This is an optimization exercise on Yosys and OpenROAD, whose aim is small area, not a production implementation.
RTL that was checked went through simulation tests only; none was proved equivalent to the original.
Power figures rest on the tool's default switching activity, not on a simulated workload.

==> inputs of v21 <==
==> flow/design.v <==
package rob_pkg;
    typedef logic [31:0] xlen_t;
    typedef logic [4:0] reg_idx_t;
    localparam int ROB_TAG_W = 4;
    typedef logic [ROB_TAG_W-1:0] rob_tag_t;
    localparam int ROB_DEPTH = 8;
    typedef enum logic [1:0] {
        KIND_REG    = 2'd0,
        KIND_STORE  = 2'd1,
        KIND_BRANCH = 2'd2
    } entry_kind_t;
    typedef enum logic [1:0] {
        SIZE_B = 2'd0,
        SIZE_H = 2'd1,
        SIZE_W = 2'd2
    } mem_size_t;
endpackage
`timescale 1ns/1ps
module rob_top #(
    parameter int DEPTH = rob_pkg::ROB_DEPTH
) (
    input  logic                 alu_broadcast,
    input  logic                 rst_n,
    input  logic                 disp_valid,
    input  rob_pkg::entry_kind_t disp_kind,
    input  rob_pkg::reg_idx_t    disp_rd,
    input  rob_pkg::mem_size_t   disp_size,
    input  rob_pkg::xlen_t       disp_pc,
    input  logic                 disp_pred_taken,
    output logic                 disp_ready,
    output rob_pkg::rob_tag_t    disp_tag,
    input  logic                 alu_wb_valid,
    input  rob_pkg::rob_tag_t    alu_wb_tag,
    input  rob_pkg::xlen_t       alu_wb_value,
    input  rob_pkg::xlen_t       alu_wb_target,
    input  logic                 lsb_wb_valid,
    input  rob_pkg::rob_tag_t    lsb_wb_tag,
    input  rob_pkg::xlen_t       lsb_wb_value,
    input  rob_pkg::xlen_t       lsb_wb_addr,
    output logic                 reg_commit_valid,
    output rob_pkg::reg_idx_t    reg_commit_rd,
    output rob_pkg::xlen_t       reg_commit_value,
    output rob_pkg::rob_tag_t    reg_commit_tag,
    output logic                 store_valid,
    output rob_pkg::xlen_t       store_addr,
    output rob_pkg::xlen_t       store_data,
    output rob_pkg::mem_size_t   store_size,
    input  logic                 store_ready,
    output logic                 redirect_valid,
    output rob_pkg::xlen_t       redirect_pc
);
    localparam int N = 8;
    logic [2:0]  head, tail;
    logic        full;
    logic [N-1:0] rdy;
    logic [2:0]  c [N];
    logic [31:0] a [N];
    logic [31:0] b [N];
    logic        commit_go, flush, retire, accept, store_done;
    logic [2:0]  h_c;
    logic [2:0]  alu_idx, lsb_idx;
    logic [31:0] disp_a, alu_b;
    logic [2:0]  disp_c;
    assign alu_idx = alu_wb_tag[2:0];
    assign lsb_idx = lsb_wb_tag[2:0];
    assign h_c        = c[head];
    assign commit_go  = rdy[head] && !store_valid;
    assign flush      = commit_go && h_c[2:1] == 2'b01;
    assign store_done = store_valid && store_ready;
    assign retire     = (commit_go && h_c[2:1] == 2'b00) || store_done;
    assign disp_ready = !full && !flush;
    assign disp_tag   = {1'b0, tail};
    assign accept     = disp_valid && disp_ready;
    always_ff @(posedge alu_broadcast or negedge rst_n) begin
        if (!rst_n) begin
            head <= '0;
            tail <= '0;
            full <= 1'b0;
        end else if (flush) begin
            tail <= '0;
            full <= 1'b0;
        end else if (redirect_valid) begin
            head <= '0;
            if (accept) tail <= tail + 3'd1;
        end else begin
            if (accept) tail <= tail + 3'd1;
            if (retire) head <= head + 3'd1;
            if (accept && !retire && (tail + 3'd1 == head)) full <= 1'b1;
            else if (retire) full <= 1'b0;
        end
    end
    logic [31:0] disp_pc4;
    assign disp_pc4 = disp_pc + 32'd4;
    assign disp_a = {disp_pc4[31:5], (disp_kind == rob_pkg::KIND_REG) ? disp_rd : disp_pc4[4:0]};
    always_comb begin
        case (disp_kind)
            rob_pkg::KIND_REG:    disp_c = 3'b000;
            rob_pkg::KIND_STORE:  disp_c = {1'b1, disp_size};
            rob_pkg::KIND_BRANCH: disp_c = {2'b01, disp_pred_taken};
            default:              disp_c = 3'b001;
        endcase
    end
    assign alu_b  = c[alu_idx][1] ? alu_wb_target : alu_wb_value;
    logic [N-1:0] dw, lw, aw, lwa, hold_a, hold_b;
    always_comb begin
        for (int i = 0; i < N; i++) begin
            dw[i]     = accept && tail == i[2:0];
            lw[i]     = lsb_wb_valid && lsb_idx == i[2:0];
            aw[i]     = alu_wb_valid && alu_idx == i[2:0];
            lwa[i]    = lw[i] && c[i][2];
            hold_a[i] = !(dw[i] || lwa[i]);
            hold_b[i] = !(lw[i] || aw[i]);
        end
    end
    always_ff @(posedge alu_broadcast) begin
        for (int i = 0; i < N; i++) begin
            a[i] <= ({32{dw[i]}} & disp_a) | ({32{lwa[i]}} & lsb_wb_addr) | ({32{hold_a[i]}} & a[i]);
            b[i] <= ({32{lw[i]}} & lsb_wb_value) | ({32{aw[i]}} & alu_b) | ({32{hold_b[i]}} & b[i]);
            if (dw[i]) begin
                c[i] <= disp_c;
            end else if (aw[i] && c[i][2:1] == 2'b01 && alu_wb_value[0] == c[i][0]) begin
                c[i] <= 3'b001;
            end
        end
    end
    always_ff @(posedge alu_broadcast or negedge rst_n) begin
        if (!rst_n) begin
            rdy <= '0;
        end else if (flush) begin
            rdy <= '0;
        end else begin
            if (retire) rdy[head] <= 1'b0;
            if (alu_wb_valid) rdy[alu_idx] <= 1'b1;
            if (lsb_wb_valid) rdy[lsb_idx] <= 1'b1;
        end
    end
    always_ff @(posedge alu_broadcast or negedge rst_n) begin
        if (!rst_n) begin
            reg_commit_valid <= 1'b0;
            store_valid      <= 1'b0;
            redirect_valid   <= 1'b0;
        end else begin
            reg_commit_valid <= commit_go && h_c == 3'b000;
            redirect_valid   <= flush;
            if (commit_go && h_c[2]) store_valid <= 1'b1;
            else if (store_done) store_valid <= 1'b0;
        end
    end
    logic [N-1:0] head_dec, last_oh;
    logic         at_head;
    assign at_head = store_valid || redirect_valid;
    always_comb begin
        for (int i = 0; i < N; i++) begin
            head_dec[i] = head == i[2:0];
        end
        for (int i = 0; i < N; i++) begin
            last_oh[i] = at_head ? head_dec[i] : head_dec[(i + 1) % N];
        end
    end
    always_comb begin
        store_addr = '0; store_data = '0; store_size = rob_pkg::mem_size_t'(2'd0);
        for (int i = 0; i < N; i++) begin
            store_addr = store_addr | ({32{last_oh[i]}} & a[i]);
            store_data = store_data | ({32{last_oh[i]}} & b[i]);
            store_size = rob_pkg::mem_size_t'(store_size | ({2{last_oh[i]}} & c[i][1:0]));
        end
    end
    assign reg_commit_rd    = store_addr[4:0];
    assign reg_commit_value = store_data;
    assign reg_commit_tag   = {1'b0, head - 3'd1};
    assign redirect_pc      = store_size[0] ? store_addr : store_data;
endmodule
==> flow/flow/run.sh <==
#!/bin/bash
# The standard layout (standard.sh, standard synthesis unchanged) with two changes:
#  - ports are buffered with buf_1 instead of a delay cell;
#  - clock tree: clkbuf_16 only, larger sink clusters, no dummy loads.
set -euo pipefail
bash standard.sh \
  "BUFFER_PORTS_ARGS=-buffer_cell sky130_fd_sc_hd__buf_1" \
  "CTS_ARGS=-sink_clustering_enable -repair_clock_nets -dont_use_dummy_load -buf_list sky130_fd_sc_hd__clkbuf_16 -sink_clustering_size 20 -sink_clustering_max_diameter 80" \
  finish > standard_flow.log 2>&1
==> flow/standard.sh <==
#!/bin/bash
# synth_recipe.tcl (not shown) runs the flow's synth.tcl, then flattens the netlist and writes it again
# the make line also repeats each setting of config.mk as NAME=value (left out here)
make -C /OpenROAD-flow-scripts/flow DESIGN_CONFIG=/design/flow/config.mk WORK_HOME=/design/flow/orfs CLKGATE_MAP_FILE= SYNTH_SCRIPT=/design/flow/synth_recipe.tcl "${@:-finish}"
==> flow/config.mk <==
export PLATFORM = sky130hd
export DESIGN_NAME = rob_top
export DESIGN_NICKNAME = rob_top
export VERILOG_FILES = /design/flow/design.v
export SDC_FILE = /design/flow/constraint.sdc
export NUM_CORES = 4
export LEC_CHECK = 0
export CAP_MARGIN = 20
export CORE_MARGIN = 2
export CORE_UTILIZATION = 40
export SLEW_MARGIN = 20
==> flow/constraint.sdc <==
create_clock -name core_clock -period 5.5 [get_ports {alu_broadcast}]
set_input_delay 1.1000 -clock core_clock [delete_from_list [all_inputs] [get_ports {alu_broadcast}]]
set_output_delay 1.1000 -clock core_clock [all_outputs]
set_load 0.01 [all_outputs]
==> v25 (differences from v21) <==
--- a/flow/design.v
+++ b/flow/design.v
@@ -51,22 +51,23 @@
 );
     localparam int N = 8;
-    logic [2:0]  head, tail;
+    logic [2:0]  head, tail, last;
     logic        full;
     logic [N-1:0] rdy;
-    logic [2:0]  c [N];
+    logic [1:0]  k [N];
+    logic [1:0]  s [N];
     logic [31:0] a [N];
     logic [31:0] b [N];
     logic        commit_go, flush, retire, accept, store_done;
-    logic [2:0]  h_c;
+    logic [1:0]  h_k;
     logic [2:0]  alu_idx, lsb_idx;
     logic [31:0] disp_a, alu_b;
-    logic [2:0]  disp_c;
+    logic [1:0]  disp_s;
     assign alu_idx = alu_wb_tag[2:0];
     assign lsb_idx = lsb_wb_tag[2:0];
-    assign h_c        = c[head];
+    assign h_k        = k[head];
     assign commit_go  = rdy[head] && !store_valid;
-    assign flush      = commit_go && h_c[2:1] == 2'b01;
+    assign flush      = commit_go && (h_k == 2'd2);
     assign store_done = store_valid && store_ready;
-    assign retire     = (commit_go && h_c[2:1] == 2'b00) || store_done;
+    assign retire     = (commit_go && !h_k[0] && !h_k[1]) || (commit_go && h_k == 2'd3) || store_done;
     assign disp_ready = !full && !flush;
     assign disp_tag   = {1'b0, tail};
@@ -78,9 +79,7 @@
             full <= 1'b0;
         end else if (flush) begin
+            head <= '0;
             tail <= '0;
             full <= 1'b0;
-        end else if (redirect_valid) begin
-            head <= '0;
-            if (accept) tail <= tail + 3'd1;
         end else begin
             if (accept) tail <= tail + 3'd1;
@@ -90,16 +89,7 @@
         end
     end
-    logic [31:0] disp_pc4;
-    assign disp_pc4 = disp_pc + 32'd4;
-    assign disp_a = {disp_pc4[31:5], (disp_kind == rob_pkg::KIND_REG) ? disp_rd : disp_pc4[4:0]};
-    always_comb begin
-        case (disp_kind)
-            rob_pkg::KIND_REG:    disp_c = 3'b000;
-            rob_pkg::KIND_STORE:  disp_c = {1'b1, disp_size};
-            rob_pkg::KIND_BRANCH: disp_c = {2'b01, disp_pred_taken};
-            default:              disp_c = 3'b001;
-        endcase
-    end
-    assign alu_b  = c[alu_idx][1] ? alu_wb_target : alu_wb_value;
+    assign disp_a = (disp_kind == rob_pkg::KIND_REG) ? {27'd0, disp_rd} : disp_pc + 32'd4;
+    assign disp_s = (disp_kind == rob_pkg::KIND_BRANCH) ? {1'b0, disp_pred_taken} : disp_size;
+    assign alu_b  = k[alu_idx][1] ? alu_wb_target : alu_wb_value;
     logic [N-1:0] dw, lw, aw, lwa, hold_a, hold_b;
     always_comb begin
@@ -108,5 +98,5 @@
             lw[i]     = lsb_wb_valid && lsb_idx == i[2:0];
             aw[i]     = alu_wb_valid && alu_idx == i[2:0];
-            lwa[i]    = lw[i] && c[i][2];
+            lwa[i]    = lw[i] && k[i] == 2'd1;
             hold_a[i] = !(dw[i] || lwa[i]);
             hold_b[i] = !(lw[i] || aw[i]);
@@ -118,7 +108,8 @@
             b[i] <= ({32{lw[i]}} & lsb_wb_value) | ({32{aw[i]}} & alu_b) | ({32{hold_b[i]}} & b[i]);
             if (dw[i]) begin
-                c[i] <= disp_c;
-            end else if (aw[i] && c[i][2:1] == 2'b01 && alu_wb_value[0] == c[i][0]) begin
-                c[i] <= 3'b001;
+                s[i] <= disp_s;
+                k[i] <= disp_kind;
+            end else if (aw[i] && k[i] == 2'd2 && alu_wb_value[0] == s[i][0]) begin
+                k[i] <= 2'd3;
             end
         end
@@ -141,32 +132,19 @@
             redirect_valid   <= 1'b0;
         end else begin
-            reg_commit_valid <= commit_go && h_c == 3'b000;
+            reg_commit_valid <= commit_go && (h_k == 2'd0);
             redirect_valid   <= flush;
-            if (commit_go && h_c[2]) store_valid <= 1'b1;
+            if (commit_go && h_k == 2'd1) store_valid <= 1'b1;
             else if (store_done) store_valid <= 1'b0;
         end
     end
-    logic [N-1:0] head_dec, last_oh;
-    logic         at_head;
-    assign at_head = store_valid || redirect_valid;
-    always_comb begin
-        for (int i = 0; i < N; i++) begin
-            head_dec[i] = head == i[2:0];
-        end
-        for (int i = 0; i < N; i++) begin
-            last_oh[i] = at_head ? head_dec[i] : head_dec[(i + 1) % N];
-        end
+    always_ff @(posedge alu_broadcast) begin
+        if (commit_go) last <= head;
     end
-    always_comb begin
-        store_addr = '0; store_data = '0; store_size = rob_pkg::mem_size_t'(2'd0);
-        for (int i = 0; i < N; i++) begin
-            store_addr = store_addr | ({32{last_oh[i]}} & a[i]);
-            store_data = store_data | ({32{last_oh[i]}} & b[i]);
-            store_size = rob_pkg::mem_size_t'(store_size | ({2{last_oh[i]}} & c[i][1:0]));
-        end
-    end
-    assign reg_commit_rd    = store_addr[4:0];
-    assign reg_commit_value = store_data;
-    assign reg_commit_tag   = {1'b0, head - 3'd1};
-    assign redirect_pc      = store_size[0] ? store_addr : store_data;
+    assign reg_commit_rd    = a[last][4:0];
+    assign reg_commit_value = b[last];
+    assign reg_commit_tag   = {1'b0, last};
+    assign store_addr       = a[last];
+    assign store_data       = b[last];
+    assign store_size       = rob_pkg::mem_size_t'(s[last]);
+    assign redirect_pc      = s[last][0] ? a[last] : b[last];
 endmodule
==> run notes <==
outcome=finished clean; R2R cell count=10; DR WL/cell=29.18 um; Vias/cell=6.751; met1 global-route usage=0.4260; adder-cell share of the synthesized area=0.01185; initial antenna violation count=19; first-pass GRT wire length=166.0 mm
(the above is from v25)
==> run notes <==
met1 global-route usage=0.4007; Vias/cell=6.707; First-pass DRT Iterations=8; R2R cell count=9; slowest CP cell=dfrtp_1; first-pass GRT wire length=157.3 mm; initial antenna violation count=12; Fillers=6123; Clock Power Share=0.144; outcome=finished clean; Final Hold Fails=0; DR WL/cell=29.34 um; adder-cell share of the synthesized area=0.01374
(the above is from v21)
The RTL of v21 was laid out without a check of its function.

[separate check: timing with driven ports]
Ports are ideal in the flow. The routed layouts listed here were re-timed in OpenROAD. Step 1 sets driving cells, clkbuf_16 on the clock port and buf_2 on the other inputs (assumed; they add their load-dependent delay and slew). Step 2 also shifts input and output timing later by t, the mid clock arrival at the registers, as if the neighbouring blocks saw the same clock. Slacks: no drivers / after step 1 / after step 2; pairs: no drivers / after step 1.
run | shift t [ns] | slack for setup (ns) | worst hold slack (ns) | clock arrival spread, ns
v21 | 0.638 | 0.192 / 0.124 / 0.762 | 0.479 / 0.438 / 0.484 | 0.085 / 0.086
v25 | 0.621 | 0.622 / 0.560 / 0.964 | 0.482 / 0.459 / 0.482 | 0.071 / 0.071
After both steps every run listed still meets setup and hold.
